This design comes from an exercise in tuning for small area, a short achievable clock period and few clock cycles per item on the open sky130 flow, not from production work.
Only simulation tests tie the RTL to the original design; equivalence was not proved.
No activity file was given, so power comes from the tool's default toggle rates.

File: flow/config.mk
export PLATFORM = sky130hd
export DESIGN_NAME = invoke_id_remap_table_core
export DESIGN_NICKNAME = invoke_id_remap_table_core
export VERILOG_FILES = /design/flow/design.v
export SDC_FILE = /design/flow/constraint.sdc
export NUM_CORES = 4
export LEC_CHECK = 0
export CAP_MARGIN = 20
export CORE_MARGIN = 2
export CORE_UTILIZATION = 40
export CTS_CLUSTER_DIAMETER = 60
export CTS_CLUSTER_SIZE = 26
export SETUP_SLACK_MARGIN = 2.2
export SLEW_MARGIN = 20
File: flow/constraint.sdc
create_clock -name core_clock -period 5.0 [get_ports {clk}]
set_input_delay 1.0000 -clock core_clock [delete_from_list [all_inputs] [get_ports {clk}]]
set_output_delay 1.0000 -clock core_clock [all_outputs]
set_load 0.01 [all_outputs]
File: flow/design.v
package iirt_pkg;
    localparam int PORT_W  = 8;
    localparam int ORIG_W  = 16;
    localparam int GEN_W   = 15;
    localparam int TDATA_W = 40;
    typedef enum logic [1:0] {
        KIND_ASSIGNED = 2'd0,
        KIND_ROUTED   = 2'd1,
        KIND_NO_MATCH = 2'd2,
        KIND_FULL     = 2'd3
    } kind_t;
    typedef struct packed {
        logic [PORT_W-1:0] port;
        logic [ORIG_W-1:0] orig;
        logic [GEN_W-1:0]  gen;
    } entry_t;
    typedef struct packed {
        logic capture;     
        logic request;     
        logic scan_step;   
        logic finish;      
    } dp_cmd_t;
    typedef struct packed {
        logic out_free;    
        logic fill_zero;   
        logic match;       
        logic pend_valid;  
        logic scan_last;   
    } dp_stat_t;
endpackage
module invoke_id_remap_table_core #(
    parameter int unsigned TABLE_DEPTH = 16,
    parameter int unsigned ID_LIMIT    = 32767
) (
    input  logic                         clk,
    input  logic                         rst_n,
    input  logic [iirt_pkg::TDATA_W-1:0] s_tdata,
    input  logic [0:0]                   s_tuser,
    input  logic                         s_tvalid,
    output logic                         s_tready,
    output logic [iirt_pkg::TDATA_W-1:0] m_tdata,
    output logic [1:0]                   m_tuser,
    output logic                         m_tlast,
    output logic                         m_tvalid,
    input  logic                         m_tready
);
    localparam int D   = TABLE_DEPTH;
    localparam int PW  = iirt_pkg::PORT_W;
    localparam int OW  = iirt_pkg::ORIG_W;
    localparam int GW  = iirt_pkg::GEN_W;
    localparam int PAD = iirt_pkg::TDATA_W - PW - OW - GW;
    localparam logic [GW-1:0] GEN_ONE = 1;
    localparam logic [GW-1:0] GEN_LIM = ID_LIMIT;
    logic          ir_v, ir_op;
    logic [PW-1:0] ir_port;
    logic [OW-1:0] ir_orig;
    logic [GW-1:0] ir_gen;
    logic [D-1:0]  v;
    logic [PW-1:0] t_port [0:D-1];
    logic [OW-1:0] t_orig [0:D-1];
    logic [GW-1:0] t_gen  [0:D-1];
    logic [GW-1:0] nid;      
    logic          b_v, b_op, b_full;
    logic          b_multi;  
    logic          b_rdy;    
    logic [D-1:0]  b_ps;
    logic [GW-1:0] b_gen;
    logic [D-1:0]  b_sel;    
    logic          oval, olast;
    logic [1:0]    okind;
    logic [PW-1:0] oport;
    logic [OW-1:0] oorig;
    logic [GW-1:0] ogen;
    logic          sval, slast;
    logic [1:0]    skind;
    logic [PW-1:0] sport;
    logic [OW-1:0] sorig;
    logic [GW-1:0] sgen;
    logic          take, a_go, b_free, b_emit, b_last, full, oload;
    logic          m_multi, r_multi;
    logic [D-1:0]  m, psel, pnext, brem, shl;
    logic [1:0]    rkind;
    logic [PW-1:0] rport;
    logic [OW-1:0] rorig;
    function automatic logic multi(input logic [15:0] x);
        logic [7:0] a1, t1;
        logic [3:0] a2, t2;
        logic [1:0] a3, t3;
        for (int i = 0; i < 8; i++)
        begin
            a1[i] = x[2*i] || x[2*i+1];
            t1[i] = x[2*i] && x[2*i+1];
        end
        for (int i = 0; i < 4; i++)
        begin
            a2[i] = a1[2*i] || a1[2*i+1];
            t2[i] = t1[2*i] || t1[2*i+1] || (a1[2*i] && a1[2*i+1]);
        end
        for (int i = 0; i < 2; i++)
        begin
            a3[i] = a2[2*i] || a2[2*i+1];
            t3[i] = t2[2*i] || t2[2*i+1] || (a2[2*i] && a2[2*i+1]);
        end
        multi = t3[0] || t3[1] || (a3[0] && a3[1]);
    endfunction
    function automatic logic multi3(input logic [15:0] x);
        logic [15:0] a, t, h;
        a = x;
        t = '0;
        h = '0;
        for (int w = 8; w >= 1; w = w / 2)
            for (int i = 0; i < w; i++)
            begin
                h[i] = h[2*i] || h[2*i+1] || (t[2*i] && a[2*i+1]) || (a[2*i] && t[2*i+1]);
                t[i] = t[2*i] || t[2*i+1] || (a[2*i] && a[2*i+1]);
                a[i] = a[2*i] || a[2*i+1];
            end
        multi3 = h[0];
    endfunction
    assign b_emit   = b_v && !sval && (!b_multi || b_rdy);
    assign b_free   = !b_v || (b_emit && !b_multi);
    assign a_go     = ir_v && b_free;
    assign s_tready = !ir_v || b_free;
    assign take     = s_tvalid && s_tready;
    assign full     = &v;
    always_comb
    begin
        logic seen;
        for (int i = 0; i < D; i++)
            m[i] = v[i] && ir_op && (t_gen[i] == ir_gen);
        shl[0] = 1'b1;
        for (int i = 1; i < D; i++)
            shl[i] = shl[i-1] && v[i-1];
        psel    = b_multi ? b_ps : b_sel;
        brem    = b_sel & ~b_ps;
        b_last  = !b_multi;
        m_multi = multi(m);
        r_multi = multi3(b_sel);
        pnext = b_rdy ? brem : b_sel;
        seen  = 1'b0;
        for (int i = D - 1; i >= 0; i--)
        begin
            logic p;
            p        = pnext[i];
            pnext[i] = p && !seen;
            seen     = seen || p;
        end
        rport  = '0;
        rorig  = '0;
        for (int i = 0; i < D; i++)
        begin
            rport = rport | (t_port[i] & {PW{psel[i]}});
            rorig = rorig | (t_orig[i] & {OW{psel[i]}});
        end
        if (b_op)
            rkind = (b_sel != '0) ? iirt_pkg::KIND_ROUTED : iirt_pkg::KIND_NO_MATCH;
        else
            rkind = b_full ? iirt_pkg::KIND_FULL : iirt_pkg::KIND_ASSIGNED;
    end
    always_ff @(posedge clk or negedge rst_n)
    begin
        if (!rst_n)
        begin
            ir_v <= 1'b0;
            v    <= '0;
            nid  <= GEN_ONE;
            b_v  <= 1'b0;
            oval <= 1'b0;
            sval <= 1'b0;
        end
        else
        begin
            if (take)
                ir_v <= 1'b1;
            else if (a_go)
                ir_v <= 1'b0;
            if (a_go && !ir_op && !full)
            begin
                for (int i = 0; i < D; i++)
                    if (shl[i])
                        v[i] <= (i == 0) ? 1'b1 : v[i-1];
                nid <= (nid == GEN_LIM) ? GEN_ONE : nid + GEN_ONE;
            end
            else if (a_go)
                v <= v & ~m;
            if (b_free)
                b_v <= a_go;
            if (oload)
                oval <= sval || b_emit;
            if (!oload && b_emit)
                sval <= 1'b1;
            else if (oload)
                sval <= 1'b0;
        end
    end
    always_ff @(posedge clk)
    begin
        if (take)
        begin
            ir_op   <= s_tuser[0];
            ir_port <= s_tdata[PW-1:0];
            ir_orig <= s_tdata[PW+OW-1:PW];
            ir_gen  <= s_tdata[PW+OW+GW-1:PW+OW];
        end
    end
    always_ff @(posedge clk)
    begin
        if (a_go && !ir_op && !full)
        begin
            for (int i = 0; i < D; i++)
                if (shl[i])
                begin
                    if (i == 0)
                    begin
                        t_port[i] <= ir_port;
                        t_orig[i] <= ir_orig;
                        t_gen[i]  <= nid;
                    end
                    else
                    begin
                        t_port[i] <= t_port[i-1];
                        t_orig[i] <= t_orig[i-1];
                        t_gen[i]  <= t_gen[i-1];
                    end
                end
        end
    end
    always_ff @(posedge clk)
    begin
        if (b_free)
        begin
            b_op   <= ir_op;
            b_full <= full;
            b_gen  <= ir_op ? ir_gen : (full ? '0 : nid);
            b_sel  <= m;
        end
        else if (b_emit && b_multi)
            b_sel <= brem;
        if (!b_rdy || b_emit)
            b_ps <= pnext;
    end
    always_ff @(posedge clk or negedge rst_n)
    begin
        if (!rst_n)
        begin
            b_multi <= 1'b0;
            b_rdy   <= 1'b0;
        end
        else if (b_free)
        begin
            b_multi <= a_go && m_multi;
            b_rdy   <= 1'b0;
        end
        else
        begin
            if (b_emit)
                b_multi <= r_multi;
            if (b_multi)
                b_rdy <= 1'b1;
        end
    end
    assign oload = !oval || m_tready;
    always_ff @(posedge clk)
    begin
        if (oload)
        begin
            if (sval)
            begin
                okind <= skind;
                olast <= slast;
                oport <= sport;
                oorig <= sorig;
                ogen  <= sgen;
            end
            else
            begin
                okind <= rkind;
                olast <= b_last;
                oport <= rport;
                oorig <= rorig;
                ogen  <= b_gen;
            end
        end
    end
    always_ff @(posedge clk)
    begin
        if (!sval)
        begin
            skind <= rkind;
            slast <= b_last;
            sport <= rport;
            sorig <= rorig;
            sgen  <= b_gen;
        end
    end
    assign m_tvalid = oval;
    assign m_tuser  = okind;
    assign m_tlast  = olast;
    assign m_tdata  = {{PAD{1'b0}}, ogen, oorig, oport};
endmodule
File: flow/run.sh
#!/bin/bash
# synth_recipe.tcl (not shown) runs the flow's synth.tcl, then flattens the netlist and writes it again
# the make line also repeats each setting of config.mk as NAME=value (left out here)
make -C /OpenROAD-flow-scripts/flow DESIGN_CONFIG=/design/flow/config.mk WORK_HOME=/design/flow/orfs CLKGATE_MAP_FILE= SYNTH_SCRIPT=/design/flow/synth_recipe.tcl finish
==> summary.txt, run 1 <==
The number of warnings printed during yosys synthesis came out at 4. The portion of synthesized area spent on multiplexers is 0.0197. The tree is rooted in a clkbuf_16. The worst reg2reg path depth came out at 6.

The cell leakage power came out at roughly 0.012 uW. The level count of the clock H-tree came out at 2. After synthesis the netlist holds a flip-flop and latch count of between 800 and 900. TritonCTS built the clock tree.

The cell count after placement is a little under 3000. The power density normalized to cell area is ~460 mW/mm^2. The remaining number of nets flagged by the antenna check after routing came out at 0. The overall die area is just over 0.08 sq mm. The part of the total power dissipated in sequential elements came out at 0.543.

The part of the Yosys area used for sequential elements came out at 0.766. The number of top-level pins is 90. The number of enable-type register cells in the synthesized netlist came out at 755. In the finished design, the share of the clock period the worst path needs comes to 0.569.

The via count of the first global-routing pass is 18000. The hold violation total from the final report came to 0. The maximum vdd ir drop came out at ~0.28 mV. The diode insertion count for antenna repair is 0.

In the synthesized netlist the dominant register cell turns out to be edfxtp_1. The congestion estimate from routability-driven global placement came to between 0.8 and 0.9. The data required time at the worst endpoint came out at 5.38 ns. Synthesis produced a netlist with a net count of approximately 1900. The total wirelength of the detailed-routed design is around 85000 microns.

The number of standard-cell rows in the floorplan is 103. Headroom to the max-slew limit came out at 0.313. Dividing the synthesized area by the synthesized cell count gives 17.3 sq um. Setup violations remaining at the end of the flow were counted as 0.

In the final design database the tool counted roughly 2000 nets. Once detailed placement completed, the half-perimeter wirelength came to about 47000 microns. Setup repair after global routing could not meet its margin everywhere. The switching power summed over all nets came out at 4910 uW. In this run the critical register-to-register path is captured at oorig[5]. The area growth from synthesis to layout came out at 15.7%. STA classifies the critical path endpoint as a flip-flop.

The first detailed-routing pass took 5 iterations. The number of DRC markers in iteration 0 came out at between 2000 and 2500. The worst-margin pin slew is 1.03 ns. The global-route wire length before repair came out at around 120000 microns. For this run, design rule violations remaining after detail routing come to 0.

The share of post-route cells with drive strength above 1 came out at 0.145. The number of max-cap violations is 0. The shortest period the worst path allows is between 2 and 3 ns. The class of the worst hold path is flip-flop to flip-flop. The count of cell types in the netlist came out at 65. The mapped netlist covers between 0.03 and 0.04 sq mm.

The flow ran to the end and the layout has no timing, DRC or antenna violations. For the worst-skew pair, the clock arrives at the later sink with an insertion delay of roughly 0.67 ns. STA classifies the critical path startpoint as a flip-flop. The core area came out at around 0.079 sq mm. The detail-routed via count per cell is roughly 5.8. The xor/xnor share of the synthesized area is 0.0683. The instance area after placement came out at roughly 0.034 sq mm. The final instance count without filler cells is 3086. The worst hold path begins at ir_orig[13]. The dominant combinational cell family by area after synthesis is compound AO/OA/AOI/OAI gates.

The register-to-register setup slack came out at 2.15 ns. The setup path with the least slack is of type flip-flop to flip-flop. Cell internal power was estimated by the tool at around 12000 uW. The clock net sink count is about 830. The cell count after synthesis came out at between 1500 and 2000. The overall overflow remaining after global route came out at 0. The setup slack at placement is between 1 and 1.5 ns. The number of buffers inserted during clock tree synthesis came out at 60. The number of buffers added on ports is just under 90. The setup clock skew after layout came out at about 0.05 ns.

The die span in x is 286 microns. After routing, the total negative slack on setup checks comes to 0 ns. The number of cells on the worst hold path is 0. The cell area after layout came out at roughly 0.037 sq mm. The maximum number of pins on one net before global-route repair is 49. The share of total power dissipated in the clock network is 0.316. The via total after detailed routing came out at ~18000. The complex-gate fraction of the synthesized area came out at 0.0767. The worst hold path terminates at t_orig[0][13]. The critical path goes through buf_4, mux2_2, a22o_1, a221oi_1, nand4_1, mux2_2. The launch point of the critical path is b_multi. Based on the critical path, the design can be clocked at up to 351 MHz. The clock transition time at the flip-flop clock pins of the worst setup and hold paths is ~0.10 ns. In this run the critical register-to-register path is launched from b_multi. The largest fanout of any net on the critical path is 24. The peak per-stage delay on the critical path came out at just over 0.7 ns. The share of total power in combinational logic is 0.141. Among all stages on the critical path, the largest delay is contributed by mux2_2. The count of final max-slew check failures came to 0.

The post-synthesis share of cell area spent on full adders, half adders and majority gates came out at 0.00165. The fraction of power spent switching nets is 0.286. The height of the die came out at between 200 and 300 microns. The maximum clock path buffer count came out at 3. The initial antenna violation count is 0. After layout, the worst setup slack is around 2.2 ns.

The post-synthesis async set-or-reset flop share is 0.0444. The cell that appears most often on the critical path is mux2_2. The overall track demand over capacity in global routing is 0.198.

The starting density of the core is 0.404. The signal arrival time at the worst endpoint is ~3.2 ns. The basic-gate share of the synthesized area counting and, or, nand and nor cells came out at 0.0535. The average detailed-routed wire length per instance is between 20 and 30 microns.
[logic make-up (layout without fill, tap and decap cells)]
family / count (synthesis) / count (layout)
muxes: 56 / 58
adders and majority gates: 5 / 5
xor gates and xnor gates: 249 / 249
DFF: 834 / 834
AOI/OAI and AO/OA: 308 / 308
other: 1 / 1
buffers and inverters: 92 / 275
and+or+nand+nor: 299 / 306
[power by group through the flow]
stage	Combinational, uW	Sequential (uW)	Clock [uW]
global placement	2180	9400	0
floorplan	1300	9250	0
global route	2570	9380	5770
finish	2420	9300	5410
detailed placement	2220	9430	0
CTS	2290	9280	5530
[stage by stage]
| step | hold slack (ns) | total power (uW) | utilization |
|---|---|---|---|
| 2_1_floorplan | 0.400 | 10500 | - |
| 3_3_place_gp | 0.408 | 11600 | 0.431 |
| 3_5_place_dp | 0.407 | 11600 | 0.431 |
| 4_1_cts | 0.397 | 17100 | 0.463 |
| 5_1_grt | 0.404 | 17700 | 0.468 |
| 6_report | 0.384 | 17100 | 0.468 |
[final cells by class]
class	instances	area (sq um)
fill	6659	42100
tap	1050	1310
multi-input combinational	927	7300
clock inverter	50	679
clock buffer	64	1540
timing repair buffer	157	1640
sequential	834	24400
inverter	4	20.0
[cell usage after synthesis (9+ instances only)]
cell type | n | area (sq um)
a22o_1 | 111 | 972
a21oi_1 | 10 | 50.1
nand4_1 | 54 | 338
dfxtp_1 | 42 | 841
buf_4 | 18 | 135
nand2_1 | 55 | 206
edfxtp_1 | 755 | 22700
nor4_1 | 68 | 425
mux2_2 | 55 | 619
nor2_1 | 37 | 139
clkbuf_1 | 39 | 146
nand3_1 | 11 | 55.1
and2_1 | 9 | 56.3
dfrtp_1 | 36 | 901
nand3b_1 | 18 | 135
nand2b_1 | 9 | 56.3
a221oi_1 | 96 | 841
xor2_1 | 246 | 2150
buf_2 | 28 | 140
o21ai_0 | 52 | 260
[registers in the layout, summed over array words and instances (netlist names), 15 cells and up]
signal   cells
b_ps        16
b_sel       16
ir_orig     16
ir_gen      15
t_port     128
oorig       16
t_gen      240
v           16
b_gen       15
sorig       16
ogen        15
t_orig     256
nid         15
sgen        15
[timing repair]
item | CTS | global route
gates resized for setup | 37 | 22
pin swaps | 3 | 4
setup buffers | 13 | 16
endpoints found under the hold margin | 0 | 0
setup endpoints to repair | 683 | 404
gates cloned | 2 | 11
hold buffers | 0 | 0
[placed cells by master (no fill, tap or decap), drive strengths merged, types with 17 or more instances in the layout]
master and count:
a221oi 96, clkinv 17, dfrtp 36, inv 29
nor4 69, clkdlybuf4s50 84, nor2 38, clkbuf 66
nand3b 18, mux2 57, and2 17, a22o 111
o21ai 53, dfxtp 42, edfxtp 755, nand4 54
buf 69, xor2 246, nand2 57
[worst max-delay path, delay by kind of cell (launching register included)]
family | cells | cell delay [ns]
and+or+nand+nor | 1 | 0.16
DFF | 1 | 0.44
buffers and inverters | 1 | 0.22
muxes | 2 | 1.01
AOI/OAI and AO/OA | 2 | 0.72
[per-layer routing]
layer,track usage,share of wire,vias to the layer above
met2,0.329,0.48,889
met4,0.0551,0.026,0
met5,0,0,-
met1,0.273,0.42,9377
li1,-,-,7615
met3,0.0271,0.078,131
[worst max path at each step]
stage              endpoint  slack [ns]  depth (start not counted)
5_1_grt        t_gen[15][6]        2.13                          7
3_5_place_dp   t_orig[2][2]        1.16                          9
3_3_place_gp   t_orig[2][2]        1.15                          9
6_report           oorig[5]        2.15                          6
2_1_floorplan  t_gen[15][0]        0.72                          7
4_1_cts        t_gen[15][9]        2.05                          7
Testbench counts, summed over its fixed seeds: cycles 3,224, items 3,200.
==> inputs of run 2 (changes only) <==
--- a/flow/config.mk
+++ b/flow/config.mk
@@ -9,6 +9,4 @@
 export CORE_MARGIN = 2
 export CORE_UTILIZATION = 40
-export CTS_CLUSTER_DIAMETER = 60
-export CTS_CLUSTER_SIZE = 26
 export SETUP_SLACK_MARGIN = 2.2
 export SLEW_MARGIN = 20
==> run 2 against run 1 <==
Effect of this change:
- non-clock buffer count shrank 9
- via count grew 0.79%
- sequential power is essentially flat
- die area is the same
- total power grew 7.2%
- design area grew 1.8%
- clock power grew 23%
- count of clock-buffer cells in the layout grew 52
- global-route usage grew 0.13 points
- clock skew shrank 0.029 ns
- sequential share of layout area shrank 1.2 points
- synthesized area is the same
- critical endpoint is now m_tdata[7]
- largest cell class unchanged
==> summary.txt, run 2 <==
The largest registers in the layout are t_orig (256), t_gen (240), t_port (128). Relative to the synthesized area, the layout overhead comes to 17.8%. The number of warnings printed during yosys synthesis is 4.

Setup repair after global routing could not meet its margin everywhere. The half-perimeter wire length after placement is 47300 microns. The number of standard-cell rows in the floorplan came out at 103. The remaining number of nets flagged by the antenna check after routing is 0. Between clock sinks in the finished design, the worst skew comes to between 0.02 and 0.025 ns.

Once routing completed, OpenROAD measured the worst setup slack at ~2.2 ns. The flop and latch count out of synthesis came out at approximately 830. For the worst setup path, the data arrival time is between 1.5 and 2 ns.

Counting both buffers and inverters, the worst setup path holds a total of 1. After clock tree synthesis, the clock-pin slew on the worst setup and hold paths is 0.06 ns. The number of iterations in the first detailed-routing pass came out at 5. The area occupied by multi-input gates is around 0.0073 sq mm. The level count of the clock H-tree came out at 3.

The cell count after synthesis is 1844. The via count of the first global-routing pass came out at ~18000. The data required time at the worst endpoint is 4.00 ns. The switching power summed over all nets came out at approximately 4800 uW.

The startpoint of the tightest hold check path is ir_orig[5]. The slowest stage of the critical path belongs to the cell clkdlybuf4s50_1. The fraction of power spent switching nets is 0.261.

The internal power component came out at between 10000 and 15000 uW. The via total after detailed routing came out at approximately 18000. The overall track demand over capacity in global routing came out at 0.199. For flop-to-flop paths, the worst setup slack is between 2 and 2.5 ns. The total wirelength of the detailed-routed design came out at between 80000 and 90000 microns. The part of the Yosys area used for sequential elements came out at 0.766. The global-route wire length before repair is between 100000 and 150000 microns. The height of the die is ~290 microns. Of all cell types, the one taking the most synthesized area is edfxtp_1.

Setup violations remaining at the end of the flow were counted as 0. The share of total power in combinational logic is 0.129. The clock reaches the later pin of the worst-skew pair after between 0.6 and 0.7 ns. The core area came out at slightly below 0.08 sq mm. Among all flip-flop cells after synthesis, the most frequent one is edfxtp_1. The count of cell types in the netlist came out at 65.

The complex-gate fraction of the synthesized area came out at 0.0767. The number of top-level pins is 90. The post-synthesis average cell area came out at 17.3 sq um. The number of hold buffers added after CTS was 0. The number of flip-flops in the largest register is about 260.

The global placement routability congestion came out at approximately 0.83. The overall die area came out at between 0.08 and 0.09 sq mm. The part of the total power dissipated in sequential elements is 0.507. The cell leakage power came out at ~0.013 uW. Traced cell by cell, the critical path runs through clkdlybuf4s50_1.

The detail-routed via count per cell came out at about 5.8. The number of fill cells in the layout is around 6600. In this design, the stage delay of the slowest critical-path cell is slightly above 0.6 ns. STA classifies the critical path endpoint as a primary output. In the final routed layout, each cell accounts on average for ~27 microns. The accumulated negative setup slack is 0 ns. The initial antenna violation count was 0. The launch point of the critical path is oport[7]. t_orig holds more flip-flops than any other register. In the synthesized netlist, the cells that appear most often are edfxtp_1, xor2_1, a22o_1, a221oi_1, nor4_1. The hold violation total from the final report came out at 0. The clock network power share is 0.364. The maximum vdd ir drop came out at ~0.26 mV. The share of post-route cells with drive strength above 1 is 0.150. The starting density of the core came out at 0.404. Counting flops with a built-in enable in the synthesized netlist gives 755. The post-synthesis share of cell area spent on full adders, half adders and majority gates came out at 0.00165. Yosys attributes the largest share of cell area to edfxtp_1, xor2_1, a22o_1.

The maximum number of pins on one net before global-route repair came out at about 50. The post-detailed-route DRC marker count came out at 0. Among all cell types in the netlist, the one instantiated most often is edfxtp_1. Dividing the final minimum period by the clock period gives 0.555. The run finished with no timing, DRC or antenna violations.

The fraction of synthesized area in multiplexers is 0.0197. No sink is reached through more buffers than the 3 on the longest clock path. The number of antenna diodes in the final layout is 0. The shortest period the worst path allows came out at between 2 and 3 ns.

The synthesized area came out at 0.0319 sq mm. The largest fanout of any net on the critical path came out at 1. The headroom to the max-slew limit came out at 0.356. The count of final max-slew check failures came to 0. After the last flow step, the layout net total stands at ~2000. TritonCTS built the clock tree. Across the run, the number of max-cap violations was 0. The library cells used most frequently in the layout, excluding fill and tap cells, are edfxtp_1, xor2_1, a22o_1. Synthesis produced a netlist with a net count of ~1900. For this run the aggregate overflow at the end of global routing stands at 0.

The most frequent standard cell in the layout excluding fill and tap cells is edfxtp_1. OpenSTA, run right after detailed placement, puts the worst setup slack at 1.16 ns. The storage element area came out at between 0.02 and 0.025 sq mm. Derived from the worst setup path, the maximum achievable clock frequency is ~360 MHz. The clock tree root buffer cell is clkbuf_16. The worst register-to-register path begins at b_multi. Port buffering added 87 buffers. In this run, the number of DRC markers left after iteration 0 of detailed routing was approximately 2200. The dominant delay contributor by cell family on the critical path is buffers and inverters. The xor/xnor share of the synthesized area is 0.0683.

After synthesis, the largest family of logic cells by area is compound AO/OA/AOI/OAI gates. The clock net sink count came out at between 800 and 900. The worst-margin pin slew came out at between 0.9 and 1 ns. The worst setup path is launched from a flip-flop. The tightest min-delay check is of the flip-flop to flip-flop type. The class of the most critical setup path is flip-flop to primary output.

The power density normalized to cell area came out at between 400 and 500 mW/mm^2. The number of buffers inserted during clock tree synthesis is a little under 90. The basic-gate share of the synthesized area counting and, or, nand and nor cells is 0.0535.

The post-synthesis async set-or-reset flop share came out at 0.0444. The share of synthesized area in the top cell type comes to 0.710. The die span in x came out at 286 microns. The number of placed instances, taps included, is 2930. For this run, the number of standard cells in the final layout without fillers is between 3000 and 4000.
## run 2: cell counts after synthesis
Identical to the previous run, type by type.
## run 2: worst paths after layout
| path | endpoint | cells after the start |
|---|---|---|
| max in group asynchronous | b_multi | 1 |
| min in group asynchronous | nid[6] | 1 |
| worst max register to register | oport[2] | 6 |
| worst min register to register | t_orig[0][5] | 0 |
| worst max-delay path | m_tdata[7] | 1 |
| worst min-delay path | t_orig[0][5] | 0 |
## run 2: layer usage
| layer | global-route usage | part of all wire | vias to the layer above |
|---|---|---|---|
| met5 | 0 | 0 | - |
| met4 | 0.0613 | 0.029 | 0 |
| met3 | 0.0322 | 0.080 | 165 |
| met2 | 0.329 | 0.48 | 980 |
| met1 | 0.270 | 0.41 | 9353 |
| li1 | - | - | 7657 |
## run 2: layout make-up
type / count / area share
Clock buffer: 116 / 0.0640
Tap cell: 1050 / 0.0349
Timing Repair Buffer: 148 / 0.0414
Sequential cell: 834 / 0.650
Inverter: 4 / 0.000466
Multi-Input combinational cell: 927 / 0.194
Clock inverter: 48 / 0.0146
## run 2: cells by family (layout without fill, tap and decap cells)
| group | Yosys count | in the layout |
|---|---|---|
| muxes | 56 | 59 |
| other | 1 | 1 |
| and+or+nand+nor | 299 | 305 |
| xor gates and xnor gates | 249 | 249 |
| adders and majority gates | 5 | 5 |
| AOI/OAI and AO/OA | 308 | 308 |
| buffers and inverters | 92 | 316 |
| DFF | 834 | 834 |
## run 2: repair_timing
| action | in CTS | in global routing |
|---|---|---|
| gates cloned | 1 | 10 |
| buffers inserted | 14 | 8 |
| gates resized for setup | 32 | 27 |
| setup endpoints to repair | 681 | 410 |
| pin swaps | 1 | 4 |
## run 2: through the flow
step | instance area [sq um] | hold slack (ns) | power, uW | util
6_report | 37600 | 0.409 | 18400 | 0.476
5_1_grt | 37600 | 0.415 | 19000 | 0.476
2_1_floorplan | 32000 | 0.400 | 10500 | -
4_1_cts | 37300 | 0.416 | 18400 | 0.472
3_3_place_gp | 34100 | 0.408 | 11600 | 0.431
3_5_place_dp | 34100 | 0.407 | 11600 | 0.431
## run 2: power groups by stage
stage | clock network [uW] | logic (uW) | registers, uW
after floorplan | 0 | 1300 | 9250
after global placement | 0 | 2180 | 9400
after detailed placement | 0 | 2220 | 9430
after CTS | 6790 | 2290 | 9290
after global routing | 7060 | 2520 | 9400
final | 6680 | 2370 | 9320
==> inputs of run 3 (changes only) <==
--- a/flow/design.v
+++ b/flow/design.v
@@ -52,8 +52,12 @@
     localparam logic [GW-1:0] GEN_ONE = 1;
     localparam logic [GW-1:0] GEN_LIM = ID_LIMIT;
-    logic          ir_v, ir_op;
+    logic          ir_op;
     logic [PW-1:0] ir_port;
     logic [OW-1:0] ir_orig;
     logic [GW-1:0] ir_gen;
+    assign ir_op   = s_tuser[0];
+    assign ir_port = s_tdata[PW-1:0];
+    assign ir_orig = s_tdata[PW+OW-1:PW];
+    assign ir_gen  = s_tdata[PW+OW+GW-1:PW+OW];
     logic [D-1:0]  v;
     logic [PW-1:0] t_port [0:D-1];
@@ -77,5 +81,5 @@
     logic [OW-1:0] sorig;
     logic [GW-1:0] sgen;
-    logic          take, a_go, b_free, b_emit, b_last, full, oload;
+    logic          a_go, b_free, b_emit, b_last, full, oload;
     logic          m_multi, r_multi;
     logic [D-1:0]  m, psel, pnext, brem, shl;
@@ -120,7 +124,6 @@
     assign b_emit   = b_v && !sval && (!b_multi || b_rdy);
     assign b_free   = !b_v || (b_emit && !b_multi);
-    assign a_go     = ir_v && b_free;
-    assign s_tready = !ir_v || b_free;
-    assign take     = s_tvalid && s_tready;
+    assign s_tready = b_free;
+    assign a_go     = s_tvalid && b_free;
     assign full     = &v;
     always_comb
@@ -162,5 +165,4 @@
         if (!rst_n)
         begin
-            ir_v <= 1'b0;
             v    <= '0;
             nid  <= GEN_ONE;
@@ -171,8 +173,4 @@
         else
         begin
-            if (take)
-                ir_v <= 1'b1;
-            else if (a_go)
-                ir_v <= 1'b0;
             if (a_go && !ir_op && !full)
             begin
@@ -192,14 +190,4 @@
             else if (oload)
                 sval <= 1'b0;
-        end
-    end
-    always_ff @(posedge clk)
-    begin
-        if (take)
-        begin
-            ir_op   <= s_tuser[0];
-            ir_port <= s_tdata[PW-1:0];
-            ir_orig <= s_tdata[PW+OW-1:PW];
-            ir_gen  <= s_tdata[PW+OW+GW-1:PW+OW];
         end
     end
==> flow/flow/run.sh (new file) <==
#!/bin/bash
# Layout flow: the standard flow (standard.sh) with two changes after
# synthesis, which itself runs unchanged:
#  - the input and output ports are buffered with buf_4 cells instead of the
#    default port buffer cell
#  - timing repair may resize a cell to any cell of the same function, not only
#    to one of the same footprint (MATCH_CELL_FOOTPRINT 0)
# Each step's full output goes to a log file of its own in this folder.
set -euo pipefail
EXTRA="'BUFFER_PORTS_ARGS=-buffer_cell sky130_fd_sc_hd__buf_4' MATCH_CELL_FOOTPRINT=0"
sed "s|\"\${@:-finish}\"|$EXTRA \"\${@:-finish}\"|" standard.sh > standard_extra.sh
grep -q "MATCH_CELL_FOOTPRINT=0" standard_extra.sh
bash standard.sh synth > synth.log 2>&1
bash standard_extra.sh finish > layout.log 2>&1
test -s out/final.def
==> flow/standard.sh (new file) <==
#!/bin/bash
# synth_recipe.tcl (not shown) runs the flow's synth.tcl, then flattens the netlist and writes it again
# the make line also repeats each setting of config.mk as NAME=value (left out here)
make -C /OpenROAD-flow-scripts/flow DESIGN_CONFIG=/design/flow/config.mk WORK_HOME=/design/flow/orfs CLKGATE_MAP_FILE= SYNTH_SCRIPT=/design/flow/synth_recipe.tcl "${@:-finish}"
--- a/flow/config.mk
+++ b/flow/config.mk
@@ -9,4 +9,4 @@
 export CORE_MARGIN = 2
 export CORE_UTILIZATION = 40
-export SETUP_SLACK_MARGIN = 2.2
+export SETUP_SLACK_MARGIN = 2.5
 export SLEW_MARGIN = 20
removed: flow/run.sh
==> run 3 against run 2 <==
Effect of this change:
- non-clock buffer count rose by 72
- routed wire length is 9.7% higher
- die area fell by 3.7%
- combinational power increased by 11%
- clock skew is 0.0051 ns higher
- design area fell by 0.19%
- critical path depth grew 5
- total power down 4.6%
- register-to-register slack better by 0.12 ns
- count of clock-buffer cells in the layout fell by 1
- sequential power shrank 5.5%
- still clean on timing, DRC and antenna
- synthesized area fell by 3.8%
==> summary.txt, run 3 <==
The instance area after placement came out at between 0.03 and 0.04 sq mm. The headroom to the max-slew limit is 0.371. In the final layout, the share of cells above drive strength 1 is 0.224. The total chip power is roughly 18000 uW. Setup violations remaining at the end of the flow were counted as 0.

The library cells used most frequently in the layout, excluding fill and tap cells, are edfxtp_1, xor2_1, buf_4. Yosys mapped a number of flops with a built-in enable equal to between 700 and 800. The post-synthesis async set-or-reset flop share is 0.0454. The count of buffering cells on the critical path with inverters included came out at 1. In this run the vertical extent of the chip is 281 microns. During placement, the flow inserted port buffers numbering 87. The synthesized netlist net count came out at between 1500 and 2000. The top cell type's share of synthesized area came out at 0.699. The number of standard-cell rows in the floorplan is roughly 100.

The flop and latch count out of synthesis came out at roughly 800. The number of DRC markers in iteration 0 came out at ~2900. The maximum clock path buffer count came out at 3.

The starting density of the core came out at 0.405. Sorting the synthesized cells by area gives the leading types as edfxtp_1, xor2_1, dfrtp_1. Derived from the worst setup path, the maximum achievable clock frequency is 378 MHz. The number of buffers inserted during clock tree synthesis came out at 82. The die is 281 microns wide.

Broken down by cell family, the worst path's largest delay share belongs to multiplexers. During synthesis, Yosys emitted a total of 4 warnings. For this run, the slowest stage of the critical path takes about 0.52 ns. The startpoint identified for the worst register-to-register timing path is b_multi. After detailed routing, the average wire length per cell comes to 29.1 microns. After clock tree synthesis, the clock-pin slew on the worst setup and hold paths is 0.06 ns. The synthesized netlist occupies a cell area of between 0.03 and 0.04 sq mm. Counting distinct cell types in the post-synthesis netlist gives 56.

The count of final max-slew check failures came out at 0. The overall track demand over capacity in global routing came out at 0.214. The overall overflow remaining after global route is 0. The flow ran to the end and the layout has no timing, DRC or antenna violations. edfxtp_1 is the most common cell in the netlist. The cell leakage power came out at between 0.01 and 0.015 uW.

The via total after detailed routing is 19000. In this run the critical register-to-register path is captured at oport[5]. At the end of routability-driven placement, the weighted congestion stood at slightly above 0.8. The global-route wire length before repair is ~120000 microns. The tool flagged a number of max-cap violations equal to 0. The post-detailed-route DRC marker count came out at 0. The via count of the first global-routing pass was 18200. The worst reg2reg path depth is 6. The slowest stage cell on the critical path is mux2_8. In the synthesized netlist, the cells that appear most often are edfxtp_1, xor2_1, a22o_1, a221oi_1, nand2_1. The number of antenna diodes in the final layout is 0. The core area is ~0.076 sq mm. The clock net sink count is around 790. The register-to-register setup slack came out at 2.35 ns.

The clock reaches the later pin of the worst-skew pair after roughly 0.64 ns. The maximum number of pins on one net before global-route repair came out at 50. The data required time at the worst endpoint came out at approximately 5.4 ns. The final cycle utilization of the critical path came out at 0.530. The clock tree root buffer cell is clkbuf_16.

The setup clock skew after layout is 0.0272 ns. The number of fill cells in the layout came out at between 6000 and 7000. Along the worst path, the maximum fanout reaches 24. The most critical setup path has its endpoint at oport[5].

The final layout contains routed wiring with a total length of around 93000 microns. The critical path depth is 6. From synthesis to final layout, the design area changed by 22.2%. The number of flip-flops in the largest register is approximately 260. The synthesized design spends more area on one cell type than any other, namely edfxtp_1. The finished cells cover between 0.03 and 0.04 sq mm. The accumulated negative setup slack is 0 ns. The hold violation total from the final report is 0. The category of the worst setup path capture point is a flip-flop.

Pin placement for this block handled 90 I/O pins. The library cell used most frequently in the layout, excluding fill and tap cells, is edfxtp_1. The cell count after synthesis came out at around 1800.

The level count of the clock H-tree came out at 3. The dominant synthesized flop cell is edfxtp_1. Final hold analysis gives a worst-case slack of 0.336 ns. The power density normalized to cell area came out at 467 mW/mm^2. The net count reported at finish is roughly 2100. The number of iterations in the first detailed-routing pass came out at 6.

The critical path in this run is classified as flip-flop to flip-flop. After detailed routing, the number of vias per cell comes to 5.95. STA classifies the critical path startpoint as a flip-flop. The part of the Yosys area used for sequential elements came out at 0.756. The signal arrival time at the worst endpoint came out at roughly 3.0 ns. The signal on the critical path passes through buf_4, mux2_8, a22o_1, a221oi_1, nand4_1, mux2_2.

The class of the worst hold path is primary input to async pin. The CTS tree is done. The post-synthesis average cell area came out at 16.6 sq um.

More flip-flops sit in one register than any other, and that register is t_orig. Detailed placement ended at an HPWL of around 46000 microns. The initial antenna violation count is 1. Tracing the worst setup path back leads to its startpoint at b_multi. The maximum vdd ir drop came out at 0.286 mV. Setup repair after global routing could not meet its margin everywhere. The overall die area is just under 0.08 sq mm. After layout, the minimum clock period comes to 2.65 ns. The largest registers in the layout are t_orig (256), t_gen (240), t_port (128). Once detail routing completed, the nets flagged for antenna violations numbered 0. The worst-margin pin slew is around 0.94 ns.
run 3: cell types whose count changed in the layout (fill, tap and decap cells not counted), moves of 14 or more:
cell and delta:
buf_12 +19, edfxtp_1 -40, clkdlybuf4s50_1 -85, nand2_1 +27, and3_4 +22, buf_4 +110, a22o_1 -14, o21ai_0 +22
run 3: stage by stage:
stage | std cells | util | setup slack, ns
2_1_floorplan | 1846 | - | 1.85
3_3_place_gp | 2885 | 0.428 | 1.15
3_5_place_dp | 2885 | 0.428 | 1.13
4_1_cts | 3104 | 0.475 | 2.35
5_1_grt | 3192 | 0.494 | 2.30
6_report | 3192 | 0.494 | 2.35
run 3: kinds of logic after synthesis:
family / share of synthesized area
buffers and inverters: 0.0146
AND/OR/NAND/NOR: 0.0590
multiplexers: 0.0205
XOR/XNOR: 0.0710
other: 0.000122
adder cells (fa/ha/maj): 0.00204
flip-flops: 0.756
AO/OA/AOI/OAI: 0.0771
run 3: per-layer routing:
layer | up-vias | global-route usage | share of wire
met5 | - | 0 | 0.000086
met4 | 2 | 0.0562 | 0.027
met3 | 173 | 0.0366 | 0.10
met2 | 1249 | 0.361 | 0.48
met1 | 9718 | 0.285 | 0.39
li1 | 7844 | - | -
run 3: area by class of cell:
class / count / area [sq um] / area share
sequential: 793 / 23200 / 0.619
inverter: 10 / 53.8 / 0.00143
tap: 1030 / 1290 / 0.0343
clock inverter: 39 / 405 / 0.0108
clock buffer: 115 / 2270 / 0.0604
timing repair inverter: 2 / 32.5 / 0.000867
multi-input combinational: 983 / 7790 / 0.208
timing repair buffer: 220 / 2460 / 0.0656
run 3: repair_timing:
| item | CTS | global route |
|---|---|---|
| cloned | 22 | 36 |
| pin swaps | 19 | 19 |
| setup endpoints to repair | 693 | 496 |
| setup buffers | 43 | 52 |
| hold buffers | 0 | 0 |
| resized for setup | 80 | 76 |
run 3: worst min-delay path by stage:
stage	from	to	cells past startpoint
after detailed placement	t_port[2][1]	t_port[3][1]	0
after CTS	rst_n	nid[11]	1
final	rst_n	nid[13]	1
after global placement	t_orig[7][3]	t_orig[8][3]	0
after global routing	rst_n	nid[11]	1
after floorplan	slast	slast	1
run 3: worst register-to-register path: cells and delay by family, from the launching register on:
family                 cells  cell delay [ns]
AOI/OAI and AO/OA          2             0.56
buffers and inverters      1             0.26
DFF                        1             0.45
muxes                      2             0.87
and+or+nand+nor            1             0.26
run 3: where the power goes:
group          internal [uW]  switching (uW)
Sequential              8320             490
Clock                   3460            2620
Combinational           1050            1590
Testbench counts of run 3, summed over its fixed seeds: cycles 3,216, items 3,200.
==> inputs of run 4 (changes only) <==
--- a/flow/config.mk
+++ b/flow/config.mk
@@ -9,4 +9,6 @@
 export CORE_MARGIN = 2
 export CORE_UTILIZATION = 40
+export CTS_CLUSTER_DIAMETER = 60
+export CTS_CLUSTER_SIZE = 26
 export SETUP_SLACK_MARGIN = 2.5
 export SLEW_MARGIN = 20
==> run 4 against run 3 <==
Effect of this change:
- sequential share of layout area increased by 2.1 points
- count of clock-buffer cells in the layout fell by 61
- critical endpoint unchanged
- via count shrank 2.5%
- combinational power is 6% lower
- clock skew grew 0.027 ns
- highest routed layer is now met4
- first-iteration DRC count down 15%
- routed wire length fell by 3.6%
- synthesized cell count unchanged
- largest cell class unchanged
==> summary.txt, run 4 <==
The hold violation total from the final report was 0. By count the netlist is led by edfxtp_1, xor2_1, a22o_1, a221oi_1, nand2_1. The biggest area contributor in the post-synthesis netlist is edfxtp_1.

The critical path contains buffers and inverters numbering 2 combined. Among all cell types in the netlist, the one instantiated most often is edfxtp_1. For this run, the register share of the synthesized area comes to 0.756.

The number of buffers added on ports came out at 87. The kind of cell with the highest combined delay along the critical path is multiplexers. The most flop-heavy register is t_orig. The number of max-cap violations came out at 0. The clock latency on the worst-skew pair is 0.65 ns. The initial antenna violation count was 2.

The count of final max-slew check failures came out at 0. The final count of negative-setup-slack endpoints came out at 0. Leaving out fill and tap cells, the most frequent cells in the layout are edfxtp_1, xor2_1, buf_4.

The worst-case IR drop observed on VDD is around 0.28 mV. The number of warnings printed during yosys synthesis came out at 4. The flop and latch count out of synthesis came out at approximately 790. The instance area after placement is between 0.03 and 0.04 sq mm. By area the synthesized netlist is led by edfxtp_1, xor2_1, dfrtp_1. The run finished with no timing, DRC or antenna violations. The accumulated negative setup slack is 0 ns.

The worst setup path is captured at a flip-flop. TritonCTS built the clock tree. The largest single stage delay on the critical path is ~0.5 ns. The final cycle utilization of the critical path is 0.529.

The met3 layer wire length in the routed design is roughly 8300 microns. In this run the number of cells on the critical path is 7. After clock tree synthesis, the clock-pin slew on the worst setup and hold paths is roughly 0.1 ns.

The number of enable-type register cells in the synthesized netlist is 715. Detailed routing inserted a total of approximately 19000 vias. 90 I/O pins were placed.

Signal routing reaches up to met4. The setup clock skew after layout came out at ~0.054 ns. The top cell type's share of synthesized area came out at 0.699. The half-perimeter wire length after placement is 46000 microns. STA classifies the critical path startpoint as a flip-flop. The overall die area is 0.0790 sq mm.

The clock passes through at most 3 buffers. The signal arrival time at the worst endpoint is around 3 ns. The total routed wire length on the met1 layer came out at approximately 35000 microns.

The number of flip-flops in the largest register came out at between 200 and 300. Counting cells, the worst reg-to-reg path comes to 7. The largest fanout of any net on the critical path is 24. Counting flops with an async set or reset pin after synthesis yields a share of 0.0454. The total wirelength of the detailed-routed design came out at approximately 90000 microns.

The synthesized netlist net count is roughly 1900. The worst-margin pin slew came out at ~0.90 ns. The critical register-to-register path endpoint is oport[5]. The clock tree root buffer cell is clkbuf_16. The net count reported at finish came out at 2088. The number of iterations in the first detailed-routing pass came out at 5.

After routing the design area is roughly 0.036 sq mm. The area growth from synthesis to layout is 18.2%. The number of fill cells in the layout came out at between 6000 and 7000. The cell area that synthesis handed to floorplanning was ~0.031 sq mm. The number of DRC markers in iteration 0 came out at 2445.

The overall track demand over capacity in global routing came out at 0.219. Among all stages on the critical path, the largest delay is contributed by dfrtp_4. The die span in x came out at about 280 microns. The worst hold path belongs to the class primary input to async pin. Row generation in the floorplan step produced between 100 and 150 rows. The remaining number of nets flagged by the antenna check after routing came out at 0. The clock net sink count is ~800. The shortest period the worst path allows is about 2.6 ns. In the final layout, the registers with the most flip-flops are t_orig (256), t_gen (240), t_port (128).

The overall overflow remaining after global route came out at 0. In the final layout, the multi-input gates occupy 0.00789 sq mm. After detailed routing, the number of vias per cell comes to around 6. The share of post-route cells with drive strength above 1 came out at 0.213.

The register-to-register setup slack came out at between 2 and 2.5 ns. The power density normalized to cell area came out at 436 mW/mm^2. In the synthesized netlist the dominant register cell turns out to be edfxtp_1. The post-synthesis average cell area is 16.6 sq um. The storage element area came out at 0.0232 sq mm. CTS built an H-tree with a depth of 2. The average detailed-routed wire length per instance is approximately 29 microns.

The post-detailed-route DRC marker count is 0. The worst setup path is of the flip-flop to flip-flop kind. Setup repair after global routing could not meet its margin everywhere. The signal on the critical path passes through buf_4, buf_12, mux2_8, a22o_1, a221oi_2, nand4_1, mux2_2. The global-route wire length before repair is roughly 130000 microns. The fmax is between 300 and 400 MHz. The via count of the first global-routing pass was approximately 18000. In this run the static leakage power is between 0.01 and 0.015 uW. The most frequent standard cell in the layout excluding fill and tap cells is edfxtp_1. The start of the worst register-to-register path is b_multi. The count of cell types in the netlist came out at 56.

The data required time at the worst endpoint is approximately 5.4 ns. In the synthesized netlist, the number of instances is approximately 1800. Routability-driven placement finished with a final weighted congestion of between 0.8 and 0.9. The starting density of the core came out at 0.405. The number of buffers inserted during clock tree synthesis came out at 47. The height of the die came out at between 200 and 300 microns. The number of hold-repair buffers added at the cts stage is 0. The maximum number of pins on one net before global-route repair is 50. The headroom to the max-slew limit came out at 0.401. The detailed route wirelength on metal2 is between 40000 and 50000 microns.

The core region is between 0.07 and 0.08 sq mm.
[run 4: layout make-up]
type / instances / area share
Sequential cell: 793 / 0.640
Multi-Input combinational cell: 982 / 0.217
Timing Repair Buffer: 206 / 0.0580
Tap cell: 1030 / 0.0355
Clock buffer: 54 / 0.0346
Clock inverter: 33 / 0.0121
Inverter: 10 / 0.00186
Timing Repair inverter: 2 / 0.000689
Antenna cell: 1 / 0.0000689
[run 4: routing by layer]
metal,global-route usage,up-vias
li1,-,7700
met1,0.296,9575
met2,0.368,1066
met3,0.0362,170
met4,0.0603,0
met5,0,-
[run 4: worst reg2reg max path, cell delays in order, from the launching register on]
cell and delay, ns:
dfrtp_4 0.51, buf_4 0.17, buf_12 0.14, mux2_8 0.46, a22o_1 0.32, a221oi_2 0.23
nand4_1 0.23, mux2_2 0.33
[run 4: stage by stage]
stage	hold WS [ns]	worst slack [ns]	std cells	utilization	total power (uW)
after floorplan	0.423	1.85	1846	-	9900
after global placement	0.429	1.15	2885	0.428	10800
after detailed placement	0.434	1.13	2885	0.428	10800
after CTS	0.328	2.33	3064	0.468	15700
after global routing	0.353	2.30	3110	0.478	16300
final	0.322	2.36	3111	0.478	15800
[run 4: power breakdown]
| part | total [uW] | internal [uW] | switching [uW] | leakage, uW |
|---|---|---|---|---|
| clock network | 4530 | 2090 | 2440 | 0.000815 |
| logic | 2480 | 963 | 1510 | 0.00402 |
| registers | 8810 | 8310 | 495 | 0.00740 |
| total | 15800 | 11400 | 4450 | 0.0122 |
[run 4: logic make-up after synthesis]
kind of cell             synth area share
buffers and inverters              0.0146
other                            0.000122
multiplexers                       0.0205
XOR/XNOR                           0.0710
AO/OA/AOI/OAI                      0.0771
flip-flops                          0.756
AND/OR/NAND/NOR                    0.0590
adder cells (fa/ha/maj)           0.00204
[run 4: worst max path at each step]
stage	endpoint	slack, ns	start
6_report	oport[5]	2.36	b_multi
5_1_grt	s_tready	2.30	b_multi
4_1_cts	oport[5]	2.33	b_multi
3_5_place_dp	t_orig[15][13]	1.13	b_multi
3_3_place_gp	t_port[15][2]	1.15	b_multi
2_1_floorplan	t_gen[11][0]	1.85	s_tvalid
[run 4: timing repair]
action                                  CTS  global route
setup buffers                            62            38
pin swaps                                25            20
gates resized for setup                 102            55
endpoints found under the setup margin  699           400
gates cloned                             30             8
hold endpoints to repair                  0             0
==> inputs of run 5 (changes only) <==
--- a/flow/design.v
+++ b/flow/design.v
@@ -68,5 +68,6 @@
     logic          b_multi;  
     logic          b_rdy;    
-    logic [D-1:0]  b_ps;
+    logic [D-1:0]  b_pick;   
+    logic          rdy_q;    
     logic [GW-1:0] b_gen;
     logic [D-1:0]  b_sel;    
@@ -82,6 +83,7 @@
     logic [GW-1:0] sgen;
     logic          a_go, b_free, b_emit, b_last, full, oload;
+    logic          b_v_n, b_multi_n, sval_n;
     logic          m_multi, r_multi;
-    logic [D-1:0]  m, psel, pnext, brem, shl;
+    logic [D-1:0]  m, pnext, brem, shl;
     logic [1:0]    rkind;
     logic [PW-1:0] rport;
@@ -123,5 +125,5 @@
     endfunction
     assign b_emit   = b_v && !sval && (!b_multi || b_rdy);
-    assign b_free   = !b_v || (b_emit && !b_multi);
+    assign b_free   = rdy_q;     
     assign s_tready = b_free;
     assign a_go     = s_tvalid && b_free;
@@ -135,6 +137,5 @@
         for (int i = 1; i < D; i++)
             shl[i] = shl[i-1] && v[i-1];
-        psel    = b_multi ? b_ps : b_sel;
-        brem    = b_sel & ~b_ps;
+        brem    = b_sel & ~b_pick;
         b_last  = !b_multi;
         m_multi = multi(m);
@@ -153,6 +154,6 @@
         for (int i = 0; i < D; i++)
         begin
-            rport = rport | (t_port[i] & {PW{psel[i]}});
-            rorig = rorig | (t_orig[i] & {OW{psel[i]}});
+            rport = rport | (t_port[i] & {PW{b_pick[i]}});
+            rorig = rorig | (t_orig[i] & {OW{b_pick[i]}});
         end
         if (b_op)
@@ -222,9 +223,12 @@
             b_gen  <= ir_op ? ir_gen : (full ? '0 : nid);
             b_sel  <= m;
-        end
-        else if (b_emit && b_multi)
-            b_sel <= brem;
-        if (!b_rdy || b_emit)
-            b_ps <= pnext;
+            b_pick <= m;
+        end
+        else if (b_multi && (!b_rdy || b_emit))
+        begin
+            if (b_emit)
+                b_sel <= brem;
+            b_pick <= pnext;
+        end
     end
     always_ff @(posedge clk or negedge rst_n)
@@ -247,4 +251,17 @@
                 b_rdy <= 1'b1;
         end
+    end
+    always_comb
+    begin
+        b_v_n     = b_free ? a_go : b_v;
+        b_multi_n = b_free ? (a_go && m_multi) : (b_emit ? r_multi : b_multi);
+        sval_n    = oload ? 1'b0 : (b_emit ? 1'b1 : sval);
+    end
+    always_ff @(posedge clk or negedge rst_n)
+    begin
+        if (!rst_n)
+            rdy_q <= 1'b1;
+        else
+            rdy_q <= !b_v_n || (!sval_n && !b_multi_n);
     end
     assign oload = !oval || m_tready;
--- a/flow/config.mk
+++ b/flow/config.mk
@@ -11,4 +11,4 @@
 export CTS_CLUSTER_DIAMETER = 60
 export CTS_CLUSTER_SIZE = 26
-export SETUP_SLACK_MARGIN = 2.5
+export SETUP_SLACK_MARGIN = 2.8
 export SLEW_MARGIN = 20
==> run 5 against run 4 <==
Effect of this change:
- synthesized cell count rose by 4.4%
- register-to-register slack improved by 0.29 ns
- highest routed layer is now met5
- fmax up 10%
- largest power group unchanged
- die area increased by 0.30%
- count of clock-buffer cells in the layout is 5 lower
==> summary.txt, run 5 <==
The hold violation total from the final report came out at 0. Summing all non-filler instances in the final layout gives an area of between 0.03 and 0.04 sq mm. The tree built by TritonCTS fans out to ~790 sinks. The initial antenna violation count is 1. Ranked by total cell area, the synthesized netlist is headed by edfxtp_1, xor2_1, a22oi_1.

The average detailed-routed wire length per instance is 27.8 microns. For this run, the number of Yosys warnings is 4. After synthesis the netlist holds a flip-flop and latch count of 794. For the pin with the worst max-slew slack, the measured transition is ~1.1 ns. Buffers placed on the I/O ports in this run total a little under 90. The peak per-stage delay on the critical path is between 0.5 and 0.6 ns. The critical path starts at rdy_q. The global placement routability congestion is approximately 0.85. The overall overflow remaining after global route is 0. The power density normalized to cell area came out at a little over 400 mW/mm^2. The global-route wire length before repair came out at 127000 microns. The detail-routed via count per cell is around 5.9. The number of top-level pins is 90.

The dominant synthesized flop cell is edfxtp_1. Summing all placed instances gives a cell area of 0.0326 sq mm. The net count of the finished layout is 2204.

The count of cell types in the netlist is 70. Counting every net in the synthesized netlist gives just under 2000. The worst setup path is of the flip-flop to primary output kind. The shortest period the worst path allows came out at roughly 2.4 ns. The tightest min-delay check is of the primary input to async pin type. The startpoint identified for the worst register-to-register timing path is b_sel[13]. Leaving out fill and tap cells, the most frequent cell in the layout is edfxtp_1. Of the synthesized area, sequential elements account for 0.754. The floorplan has 101 rows. The clock latency on the worst-skew pair came out at approximately 0.66 ns. The largest fanout of any net on the critical path came out at 2. The number of DRC markers in iteration 0 came out at 2483.

The number of fill cells in the layout is between 6000 and 7000. The cell count after synthesis is a little under 2000. The post-synthesis average cell area came out at 16.0 sq um. In the final layout, the registers with the most flip-flops are t_orig (256), t_gen (240), t_port (128). The commonest cells after synthesis are edfxtp_1, xor2_1, a22oi_1, nand2_1, nor4_1. The final count of negative-setup-slack endpoints came out at 0. Walking the worst path, the cells encountered are buf_12, buf_6.

The fmax came out at 418 MHz. The area growth from synthesis to layout is 19.4%. The top cell types in the final layout, fill and taps aside, are edfxtp_1, xor2_1, buf_4. The data required time at the worst endpoint is 4.00 ns. The clock tree synthesis step divided the H-tree into 2 levels. The number of hold-repair buffers added at the cts stage is 0.

The cell area that synthesis handed to floorplanning was between 0.03 and 0.04 sq mm. The number of max-cap violations is 0. The slowest stage cell on the critical path is dfstp_2.

The accumulated negative setup slack came out at 0 ns. Setup repair after global routing could not meet its margin everywhere. The flow ran to the end and the layout has no timing, DRC or antenna violations. The number of enable-type register cells in the synthesized netlist came out at roughly 720.

Clock-pin slew was measured on the worst setup and hold paths at about 0.10 ns. The critical register-to-register path endpoint is b_multi. The remaining number of nets flagged by the antenna check after routing came out at 0.

The floorplan step defined a die boundary enclosing 0.0793 sq mm. The share of synthesized area in the top cell type comes to 0.697. The tree is rooted in a clkbuf_16. The signal arrival time at the worst endpoint is ~1.4 ns. The most flop-heavy register is t_orig. The register-to-register setup slack came out at 2.65 ns. The number of iterations in the first detailed-routing pass came out at 6.

The wire-length estimate of the detail-placed layout is roughly 47000 microns. For this configuration, the core starts out at a cell density of 0.405. The overall track demand over capacity in global routing is 0.220. The number of buffers inserted during clock tree synthesis came out at 47. The final cycle utilization of the critical path came out at 0.479. The post-detailed-route DRC marker count came out at 0.

Among all cell types in the netlist, the one instantiated most often is edfxtp_1. The post-synthesis async set-or-reset flop share came out at 0.0466. The total wirelength of the detailed-routed design is 89700 microns. Of the cells placed in the final design, the portion with a size suffix greater than 1 is 0.223. On the final layout, the worst clock skew is 0.0476 ns. The maximum vdd ir drop is between 0.3 and 0.4 mV.

The worst reg2reg path depth came out at 8. STA classifies the critical path endpoint as a primary output. In this run the worst setup path terminates at s_tready.

The via total after detailed routing is 19100. The via count of the first global-routing pass is 18900. The core area came out at about 0.076 sq mm. The number of flip-flops in the largest register came out at about 260.

Entering global routing, the biggest net connects 66 pins. The maximum clock path buffer count came out at 3. In this run the horizontal extent of the chip is approximately 280 microns. The cell leakage power came out at between 0.01 and 0.015 uW. The count of final max-slew check failures came out at 0. The top cell type by total area after synthesis is edfxtp_1.

TritonCTS built the clock tree. The die is ~280 microns tall. The headroom to the max-slew limit came out at 0.273. The critical path launch point type is a flip-flop.
run 5: cell count changes after synthesis, sizes merged, moves of 9 or more:
cell    previous run  this run
nand3             17        35
nand2             82       103
a21oi              8        29
o21ai             74        61
nor2              35        26
inv                8        25
nor3               7        30
clkbuf            51        61
a22oi              5       125
mux2              56        19
a22o              97        37
nand2b             6        16
a221oi            96        37
nand3b            19         2
run 5: cell type report:
| cell class | count | area (sq um) | share of cell area |
|---|---|---|---|
| clock buffer | 49 | 1200 | 0.0327 |
| inverter | 26 | 114 | 0.00309 |
| sequential | 794 | 23300 | 0.632 |
| antenna | 1 | 2.50 | 0.0000680 |
| tap | 1030 | 1290 | 0.0350 |
| multi-input combinational | 1028 | 7690 | 0.209 |
| timing repair inverter | 1 | 8.76 | 0.000238 |
| clock inverter | 36 | 420 | 0.0114 |
| timing repair buffer | 260 | 2810 | 0.0764 |
run 5: worst min path at each step:
stage          slack (ns)       endpoint  depth (start not counted)     startpoint
3_3_place_gp         0.42       skind[0]                          2       skind[0]
3_5_place_dp         0.43  t_orig[15][9]                          0  t_orig[14][9]
2_1_floorplan        0.41       skind[0]                          2       skind[0]
5_1_grt              0.36         nid[1]                          1          rst_n
6_report             0.35          b_rdy                          1          rst_n
4_1_cts              0.34          b_rdy                          1          rst_n
run 5: critical path, delay by kind of cell (launching register included):
| kind | cells | cell delay (ns) |
|---|---|---|
| DFF | 1 | 0.56 |
| buffers and inverters | 2 | 0.21 |
run 5: timing repair:
item,CTS,global route
cloned,38,13
endpoints found under the setup margin,747,397
resized for setup,132,73
buffers inserted,105,16
pin swaps,51,17
run 5: cell families (layout without fill, tap and decap cells):
logic type / count (synthesis) / after routing / synth area share
and+or+nand+nor: 384 / 412 / 0.0668
buffers and inverters: 134 / 372 / 0.0192
DFF: 794 / 794 / 0.754
xor gates and xnor gates: 250 / 250 / 0.0711
muxes: 23 / 23 / 0.00824
adders and majority gates: 4 / 4 / 0.00138
AOI/OAI and AO/OA: 338 / 338 / 0.0790
other: 1 / 2 / 0.000122
run 5: where the power goes:
group / internal [uW] / total [uW] / switching [uW]
combinational: 978 / 2440 / 1460
sequential: 7950 / 8300 / 348
clock: 1940 / 4360 / 2420
total: 10900 / 15100 / 4230
run 5: per-layer routing:
metal,global-route usage,up-vias,part of all wire
met2,0.355,1217,0.47
met3,0.0504,204,0.11
met1,0.292,9683,0.38
li1,-,7975,-
met4,0.0813,2,0.038
met5,0,-,0.00022
run 5: stage by stage:
step / worst slack [ns] / power (uW) / cells / hold WS (ns) / utilization
2_1_floorplan: 1.32 / 9510 / 1928 / 0.408 / -
3_3_place_gp: 1.28 / 10400 / 2967 / 0.424 / 0.429
3_5_place_dp: 1.26 / 10400 / 2967 / 0.434 / 0.429
4_1_cts: 2.57 / 15000 / 3195 / 0.337 / 0.475
5_1_grt: 2.55 / 15600 / 3224 / 0.364 / 0.484
6_report: 2.61 / 15100 / 3225 / 0.349 / 0.484
Testbench counts of run 5, summed over its fixed seeds: cycles 3,216, items 3,200.
==> inputs of run 6 (changes only) <==
--- a/flow/config.mk
+++ b/flow/config.mk
@@ -8,7 +8,7 @@
 export CAP_MARGIN = 20
 export CORE_MARGIN = 2
-export CORE_UTILIZATION = 40
+export CORE_UTILIZATION = 55
 export CTS_CLUSTER_DIAMETER = 60
 export CTS_CLUSTER_SIZE = 26
-export SETUP_SLACK_MARGIN = 2.8
+export SETUP_SLACK_MARGIN = 2.6
 export SLEW_MARGIN = 20
==> run 6 against run 5 <==
Effect of this change:
- still clean on timing, DRC and antenna
- combinational power is 11% lower
- synthesized area is the same
- count of clock-buffer cells in the layout increased by 6
- global-route usage is 7.2 points higher
- worst setup slack worse by 0.047 ns
- worst hold slack worse by 0.012 ns
- die area fell by 27%
- clock power increased by 9.6%
- design area is 3.4% lower
- synthesized cell count stayed put
- critical path depth grew 7
- utilization grew 16 points
- critical path type is now primary input to flip-flop
- critical endpoint is now b_multi
- largest cell class unchanged
- highest routed layer unchanged
==> summary.txt, run 6 <==
The critical path is of the primary input to flip-flop type. In this run, the number of DRC markers left after iteration 0 of detailed routing was roughly 2200. Once detailed placement completed, the half-perimeter wirelength came to ~47000 microns. The maximum number of pins on one net before global-route repair is between 40 and 50. The worst-margin pin slew came out at ~0.67 ns. After clock tree synthesis, the clock-pin slew on the worst setup and hold paths is 0.10 ns. The CTS tree is done. The run finished with no timing, DRC or antenna violations.

The overall overflow remaining after global route is 0. The final count of negative-setup-slack endpoints came out at 0. The flop and latch count out of synthesis is just under 800. edfxtp_1 takes more of the synthesized area than any other cell. Setup repair after global routing could not meet its margin everywhere. The share of post-route cells with drive strength above 1 came out at 0.194.

Among all cell types in the netlist, the one instantiated most often is edfxtp_1. The count of final max-slew check failures is 0. The accumulated negative setup slack came out at 0 ns.

Counting flops per register, the top entry is t_orig. Sorting the synthesized cells by area gives the leading types as edfxtp_1, xor2_1, a22oi_1. The starting density of the core came out at 0.558.

The number of enable-type register cells in the synthesized netlist is about 720. The top cell type's share of synthesized area came out at 0.697. The die is 241 microns tall.

The cell area that synthesis handed to floorplanning was 0.0308 sq mm. The via count of the first global-routing pass came out at ~18000. In the post-route analysis, the smallest setup slack over all paths is roughly 2.6 ns. The largest registers in the layout are t_orig (256), t_gen (240), t_port (128). The die covers between 0.05 and 0.06 sq mm. The largest fanout of any net on the critical path came out at 17. OpenSTA, run right after detailed placement, puts the worst setup slack at 1.03 ns. The H-tree was split into 2 levels. In this run the worst setup path terminates at b_multi. The number of standard-cell rows in the floorplan is 86. The maximum clock path buffer count is 3. The post-synthesis async set-or-reset flop share is 0.0466. The clock latency on the worst-skew pair is approximately 0.64 ns. 90 I/O pins were placed. The detail-routed via count per cell is between 6 and 7. The die span in x is 241 microns.

STA classifies the critical path startpoint as a primary input. The number of max-cap violations is 0. After floorplanning, the core was sized to cover around 0.055 sq mm. The min-delay analysis places its worst path in the category primary input to async pin. After technology mapping, the gate count stands at between 1500 and 2000.

The net count of the finished layout is ~2200. The number of iterations in the first detailed-routing pass is 7. The repair_antennas step left the layout with diodes totalling 0.

The register-to-register setup slack is 2.60 ns. The worst reg2reg path depth is 7. Sorting the synthesized cells by how often they occur yields edfxtp_1, xor2_1, a22oi_1, nand2_1, nor4_1. The total wirelength of the detailed-routed design came out at 85600 microns.

The library cells used most frequently in the layout, excluding fill and tap cells, are edfxtp_1, xor2_1, buf_4. The initial antenna violation count came out at 1. The signal arrival time at the worst endpoint is 3.01 ns.

The number of warnings printed during yosys synthesis is 4. Among all flip-flop cells after synthesis, the most frequent one is edfxtp_1. STA classifies the critical path endpoint as a flip-flop. The clock period could shrink to approximately 2.4 ns.

The setup clock skew after layout is between 0.04 and 0.05 ns. The register with the most flip-flops in the layout has 256 of them. The remaining number of nets flagged by the antenna check after routing came out at 0. The final cycle utilization of the critical path came out at 0.488. Detailed routing inserted a total of ~19000 vias. The average detailed-routed wire length per instance came out at between 20 and 30 microns. The number of buffers added on ports is 87. The launch point of the critical path is s_tdata[24].

The endpoint identified for the worst register-to-register timing path is b_multi. The data required time at the worst endpoint came out at around 5.6 ns. The hold violation total from the final report was 0. The global-route wire length before repair is 121000 microns. The number of nets in the synthesized netlist is 1974. The overall track demand over capacity in global routing came out at 0.293.

The post-detailed-route DRC marker count is 0. The number of buffers inserted during clock tree synthesis is 50. The headroom to the max-slew limit is 0.549. The post-synthesis average cell area came out at between 15 and 20 sq um. After clock tree synthesis, the flow added hold-fix buffers numbering 0. For this design the static power due to leakage is 0.0123 uW. Dividing total power by cell area gives a power density of 430 mW/mm^2. The count of cell types in the netlist is 70.

The share of the Yosys chip area taken by registers is 0.754. The clock net sink count came out at around 790. The library cell used most frequently in the layout, excluding fill and tap cells, is edfxtp_1. The fmax is around 400 MHz. The global placement routability congestion came out at 0.831. The maximum vdd ir drop is 0.280 mV.

The worst register-to-register path begins at b_sel[8]. CTS placed an instance of clkbuf_16 at the clock tree root. From synthesis to final layout, the design area changed by 15.3%.
==> run 6: cell types whose count changed in the layout (fill, tap and decap cells not counted), moves of 6 or more <==
cell	before	now
buf_6	53	21
buf_12	25	12
buf_4	162	174
and2_4	33	23
nor3_1	20	26
xor2_1	238	244
xor2_2	7	1
==> run 6: cell families after synthesis <==
kind of cell | synth area share
AOI/OAI and AO/OA | 0.0790
xor gates and xnor gates | 0.0711
adders and majority gates | 0.00138
buffers and inverters | 0.0192
DFF | 0.754
muxes | 0.00824
other | 0.000122
and+or+nand+nor | 0.0668
==> run 6: repair_timing <==
action | CTS | global route
resized for setup | 61 | 51
buffers inserted | 68 | 23
cloned | 18 | 3
endpoints found under the setup margin | 680 | 314
pin swaps | 37 | 14
==> run 6: worst min-delay path by stage <==
stage          depth (start not counted)  slack, ns     startpoint            end
2_1_floorplan                          2       0.41       skind[0]       skind[0]
3_3_place_gp                           2       0.43       skind[0]       skind[0]
3_5_place_dp                           0       0.43  t_orig[14][9]  t_orig[15][9]
4_1_cts                                1       0.32          rst_n         nid[5]
5_1_grt                                1       0.35          rst_n         nid[5]
6_report                               1       0.34          rst_n         nid[5]
==> run 6: layout make-up <==
class                      instances  area, sq um
clock inverter                    38          504
inverter                          26          109
clock buffer                      55         1360
fill                            4036        19700
timing repair buffer             217         2010
tap                              748          936
sequential                       794        23200
multi-input combinational       1015         7370
==> run 6: per-stage QoR <==
stage                     hold WS, ns  std cells  total power [uW]  instance area [sq um]  utilization
after floorplan                 0.408       1928              9510                  30900            -
after global placement          0.425       2688             10300                  32200        0.584
after detailed placement        0.434       2688             10400                  32200        0.584
after CTS                       0.323       2867             15200                  35100        0.635
after global routing            0.352       2893             15800                  35500        0.644
final                           0.338       2893             15300                  35500        0.644
==> run 6: worst max-delay path, cell delays in order <==
cell and delay [ns]:
buf_4 0.32, xor2_1 0.12, nor4_1 0.51, nand4_1 0.15, buf_4 0.20, nand4_1 0.12, a22oi_1 0.11, a41oi_1 0.32
or2_1 0.14
==> run 6: report_power, final <==
group | internal, uW | switching (uW) | leakage, uW | total [uW]
Clock | 2310 | 2470 | 0.000901 | 4780
Sequential | 7950 | 361 | 0.00752 | 8310
Combinational | 831 | 1330 | 0.00390 | 2160
Total | 11100 | 4170 | 0.0123 | 15300
==> run 6: routing by layer <==
layer | share of wire | track usage | up-vias
met5 | 0.00015 | 0 | -
met4 | 0.031 | 0.0898 | 2
met3 | 0.093 | 0.0636 | 172
met2 | 0.48 | 0.485 | 1013
met1 | 0.39 | 0.391 | 9499
li1 | - | - | 7865

[re-timing with driven ports]
How much do the figures lean on ideal ports? The routed layouts below were timed once more, with nothing changed but the port constraints. Step 1 assumes that a clkbuf_16 drives the clock port and a buf_2 every other input. Step 2, shift: input delay + t, output delay - t, t = (earliest + latest rising clock arrival at the registers) / 2. This alone moves slack from input paths to output paths. Three values: ideal, step 1, step 2; two values: the first two.
| run | t, ns | setup slack, ns | worst setup path at the end | worst data-port slew with drivers (ns) |
|---|---|---|---|---|
| run 1 | 0.705 | 2.153 / 2.153 / 2.019 | input to register | 0.06 |
| run 2 | 0.686 | 2.227 / 2.170 / 1.985 | input to register | 0.06 |
| run 3 | 0.695 | 2.351 / 2.317 / 1.832 | input to register | 0.07 |
| run 4 | 0.683 | 2.356 / 2.296 / 1.860 | input to register | 0.07 |
| run 5 | 0.692 | 2.605 / 2.545 / 2.018 | input to register | 0.11 |
| run 6 | 0.679 | 2.559 / 2.503 / 1.904 | input to register | 0.07 |
After both steps every run listed still meets setup and hold. The setup slack of run 6, which loses most, moves by -0.056 ns with the drivers and by -0.655 ns with both steps.
